What follows belongs to an exercise in optimizing a design on an open flow for small area; a production flow would make more cautious choices. In this exercise RTL edits were held to simulation tests only and were not proved equivalent to the original. Power and IR drop assume default switching activity.

run a:
==> flow/design.v (excerpt) <==
module modbus_tcp_read_client_framer_unit (
  input  wire logic          clk,
  input  wire logic          rst,
  input  wire logic          push,
  output logic               full,
  input  wire logic [1:0]    item_cmd,
  input  wire logic [7:0]    item_function_code,
  input  wire logic [15:0]   item_start_address,
  input  wire logic [15:0]   item_quantity,
  input  wire logic [7:0]    item_rx_byte,
  output logic               empty,
  input  wire logic          pop,
  output logic [1:0]         result_kind,
  output logic [15:0]        result_value,
  output logic [9:0]         result_item_index,
  output logic [2:0]         result_status,
  output logic [31:0]        result_total_count,
  output logic [31:0]        result_failed_count,
  output logic               result_last,
  input  wire logic          cfg_valid,
  output logic               cfg_ready,
  input  wire logic [7:0]    cfg_data
);
  logic                       take;
  logic                       job_wr;
  logic                       job_high_wr;
  logic [mbrc_pkg::JOB_W-1:0] job_in;
  logic                       q_valid;
  logic [mbrc_pkg::JOB_W-1:0] q_head;
  logic                       job_done;
  logic                       frame_done;
  logic [15:0]                head_id;
  logic                       head_older;
  logic [7:0]                 head_unit;
  logic [2:0]                 head_function;
  logic [9:0]                 head_quantity;
  assign cfg_ready = 1'b1;
  assign take      = push && !full;
  mbrc_front u_front (
    .clk                (clk),
    .rst                (rst),
    .take               (take),
    .item_cmd           (item_cmd),
    .item_function_code (item_function_code),
    .item_start_address (item_start_address),
    .item_quantity      (item_quantity),
    .item_rx_byte       (item_rx_byte),
    .cfg_we             (cfg_valid),
    .cfg_data           (cfg_data),
    .frame_done         (frame_done),
    .job_valid          (job_wr),
  ...
For scale: ~1,000 cells after synthesis, about 250 flip-flops, roughly 160 I/O pins, ~11,000 um^2 of cells after synthesis.
clock: 8.0 ns
lec_check: 0
cap_margin: 20
core_margin: 2
core_utilization: 60
slew_margin: 20
standard.sh (not shown) runs the stock make flow with config.mk's settings and CLKGATE_MAP_FILE= SYNTH_SCRIPT=/design/flow/synth_recipe.tcl, a recipe that flattens the netlist after the stock synthesis.
==> flow/flow/run.sh <==
#!/bin/bash
# Standard ORFS layout through the standard.sh, with three changes:
#  - synthesis: the standard flow's own synthesis script, but Yosys's abc maps the logic with an
#    area-oriented script (flow/area.script), and adders are left to abc instead of
#    being mapped to full/half adder cells first (ADDER_MAP_FILE empty); flip-flop
#    mapping and names are unchanged
#  - the port buffers are sky130_fd_sc_hd__buf_1
#  - clock tree synthesis uses small clock buffers and no dummy loads
# make's full output goes to flow_make.log in this folder; ORFS keeps each step's
# log under orfs/logs.
set -euo pipefail
HERE=$(pwd)
cat flow/abc_area.tcl synth_recipe.tcl > area_synth.tcl
export FLOW_ABC_SCRIPT=$HERE/flow/area.script
CTS="-sink_clustering_enable -repair_clock_nets -dont_use_dummy_load -buf_list {sky130_fd_sc_hd__clkbuf_4} -sink_clustering_size 10 -sink_clustering_max_diameter 50"
BUF="-buffer_cell sky130_fd_sc_hd__buf_1"
export BUFFER_PORTS_ARGS="$BUF"
export CTS_ARGS="$CTS"
bash standard.sh "SYNTH_SCRIPT=$HERE/area_synth.tcl" "ADDER_MAP_FILE=" "BUFFER_PORTS_ARGS=$BUF" "CTS_ARGS=$CTS" finish > flow_make.log 2>&1
==> flow/flow/abc_area.tcl <==
# Prepended to the standard flow's synthesis script (synth_recipe.tcl): Yosys's abc command maps the
# combinational logic with flow/area.script (area-oriented mapping) instead of ORFS's
# speed script. Everything else, flip-flop mapping included, is the standard synthesis.
proc abc {args} {
  set i [lsearch -exact $args -script]
  if {$i >= 0} {
    lset args [expr {$i + 1}] $::env(FLOW_ABC_SCRIPT)
  }
  puts "abc (area script): $args"
  yosys abc {*}$args
}
==> flow/flow/area.script <==
&get -n
&st
&dc2
&dch -f
&nf -a -p -R 1000 -C 32 -F 8 -A 8
&st
&dc2
&dch -f
&nf -a -p -R 1000 -C 32 -F 8 -A 8
&st
&dc2
&dch -f
&nf -a -p -R 1000 -C 32 -F 8 -A 8
&put
Run a closes out successfully: all stages finished, all timing, DRC and antenna checks passed.
diff inputs: run a => run b
Settings: changing CORE_UTILIZATION from 60 to 40.
Findings:
Summary of run b over run a: detailed-routing iteration count for the pre-antenna-repair pass grew by 1, footprint of the flip-flops and latches held steady.
The final instance area in run b sits 1.4% above the value recorded for run a.
Going from run a to run b, cell count after placement has increased; power consumption picked up an extra 0.029 mW; global-route met2 utilization shrank by 14 points.
Starting density of the core: run b < run a
Run b vs. run a: power dissipated by switching net loads up about 2.7%; clock transition at the registers of the reported paths flat; switching fraction of total power up 0.49 points.

---

modbus_tcp_read_client_framer_unit, a different RTL version from the one above (not shown whole).
For scale: ~1200 cells after synthesis, about 160 I/O pins.
Settings: LEC_CHECK=0, CAP_MARGIN=20, CORE_MARGIN=2, CORE_UTILIZATION=40, SLEW_MARGIN=20; clock period 8.0 ns.
==> flow/flow/run.sh <==
#!/bin/bash
# Standard ORFS layout (the standard.sh, unchanged synthesis), with
#  - the port buffers made from sky130_fd_sc_hd__buf_1 instead of the default buffer
#  - clock tree synthesis from small clock buffers and without dummy loads
# make's full output goes to flow_make.log in this folder; ORFS keeps each
# step's log under orfs/logs.
set -euo pipefail
CTS="-sink_clustering_enable -repair_clock_nets -dont_use_dummy_load -buf_list {sky130_fd_sc_hd__clkbuf_2 sky130_fd_sc_hd__clkbuf_4 sky130_fd_sc_hd__clkbuf_8}"
export BUFFER_PORTS_ARGS="-buffer_cell sky130_fd_sc_hd__buf_1"
export CTS_ARGS="$CTS"
bash standard.sh "BUFFER_PORTS_ARGS=$BUFFER_PORTS_ARGS" "CTS_ARGS=$CTS_ARGS" finish > flow_make.log 2>&1
The baseline completed with no timing, DRC or antenna violations.
Then changed:
==> flow/run.sh (new file) <==
#!/bin/bash
# synth_recipe.tcl (not shown) runs the flow's synth.tcl, then flattens the netlist and writes it again
# the make line also repeats each setting of config.mk as NAME=value (left out here)
make -C /OpenROAD-flow-scripts/flow DESIGN_CONFIG=/design/flow/config.mk WORK_HOME=/design/flow/orfs CLKGATE_MAP_FILE= SYNTH_SCRIPT=/design/flow/synth_recipe.tcl finish
removed: flow/flow/run.sh
removed: flow/standard.sh
Flip-flop and latch count is unchanged.
Synthesized area is unchanged.
Die area is unchanged.
Register-to-register slack stays flat.
Hold slack got worse by 0.014 ns.
Power rises by 16%.
Fmax stays flat.
Design area rises by 9.4%.
Then changed:
==> flow/flow/run.sh (new file) <==
#!/bin/bash
# Standard ORFS layout (the standard.sh, unchanged synthesis), with
#  - the port buffers made from sky130_fd_sc_hd__buf_1 instead of the default buffer
#  - clock tree synthesis from small clock buffers and without dummy loads
# make's full output goes to flow_make.log in this folder; ORFS keeps each
# step's log under orfs/logs.
set -euo pipefail
CTS="-sink_clustering_enable -repair_clock_nets -dont_use_dummy_load -buf_list {sky130_fd_sc_hd__clkbuf_2 sky130_fd_sc_hd__clkbuf_4}"
export BUFFER_PORTS_ARGS="-buffer_cell sky130_fd_sc_hd__buf_1"
export CTS_ARGS="$CTS"
bash standard.sh "BUFFER_PORTS_ARGS=$BUFFER_PORTS_ARGS" "CTS_ARGS=$CTS_ARGS" finish > flow_make.log 2>&1
==> flow/standard.sh (new file) <==
#!/bin/bash
# synth_recipe.tcl (not shown) runs the flow's synth.tcl, then flattens the netlist and writes it again
# the make line also repeats each setting of config.mk as NAME=value (left out here)
make -C /OpenROAD-flow-scripts/flow DESIGN_CONFIG=/design/flow/config.mk WORK_HOME=/design/flow/orfs CLKGATE_MAP_FILE= SYNTH_SCRIPT=/design/flow/synth_recipe.tcl "${@:-finish}"
removed: flow/run.sh
- critical path depth does not change
- flip-flop and latch count does not change
- design area falls by 9.1%

-- afterwards: timing with drivers on the ports --
The flow's constraints put no driver on any port. The routed layouts listed below were extracted and timed again, unchanged, in two steps.
Step 1 sets driving cells, clkbuf_16 on the clock port and buf_2 on the other inputs (assumed; they add their load-dependent delay and slew).
Step 2 moves the port delays by t, midway between the first and last clock arrival at a register: inputs arrive t later, outputs are due t later. That takes back most of the time a late clock gives input paths.
Three values: ideal ports, drivers, drivers and shift; two values: the first two.
| run | shift t [ns] | slack for setup (ns) | worst hold slack (ns) | slew at the worst register clock pin (ns) |
|---|---|---|---|---|
| run a | 0.696 | 0.866 / 0.866 / 0.463 | 0.469 / 0.469 / 0.469 | 0.11 / 0.11 |
| run b | 0.730 | 0.763 / 0.763 / 0.538 | 0.474 / 0.474 / 0.474 | 0.11 / 0.11 |
| the first run of note 2 | 0.579 | 2.821 / 2.821 / 2.808 | 0.465 / 0.465 / 0.465 | 0.06 / 0.06 |
| the second run of note 2 | 0.594 | 2.831 / 2.831 / 2.530 | 0.451 / 0.451 / 0.451 | 0.07 / 0.07 |
| the third run of note 2 | 0.685 | 2.856 / 2.856 / 2.787 | 0.465 / 0.465 / 0.465 | 0.06 / 0.06 |
After both steps setup and hold are still met in every run listed. For run a, which loses most, drivers alone change the setup slack by 0.000 ns; drivers and shift together by -0.403 ns.
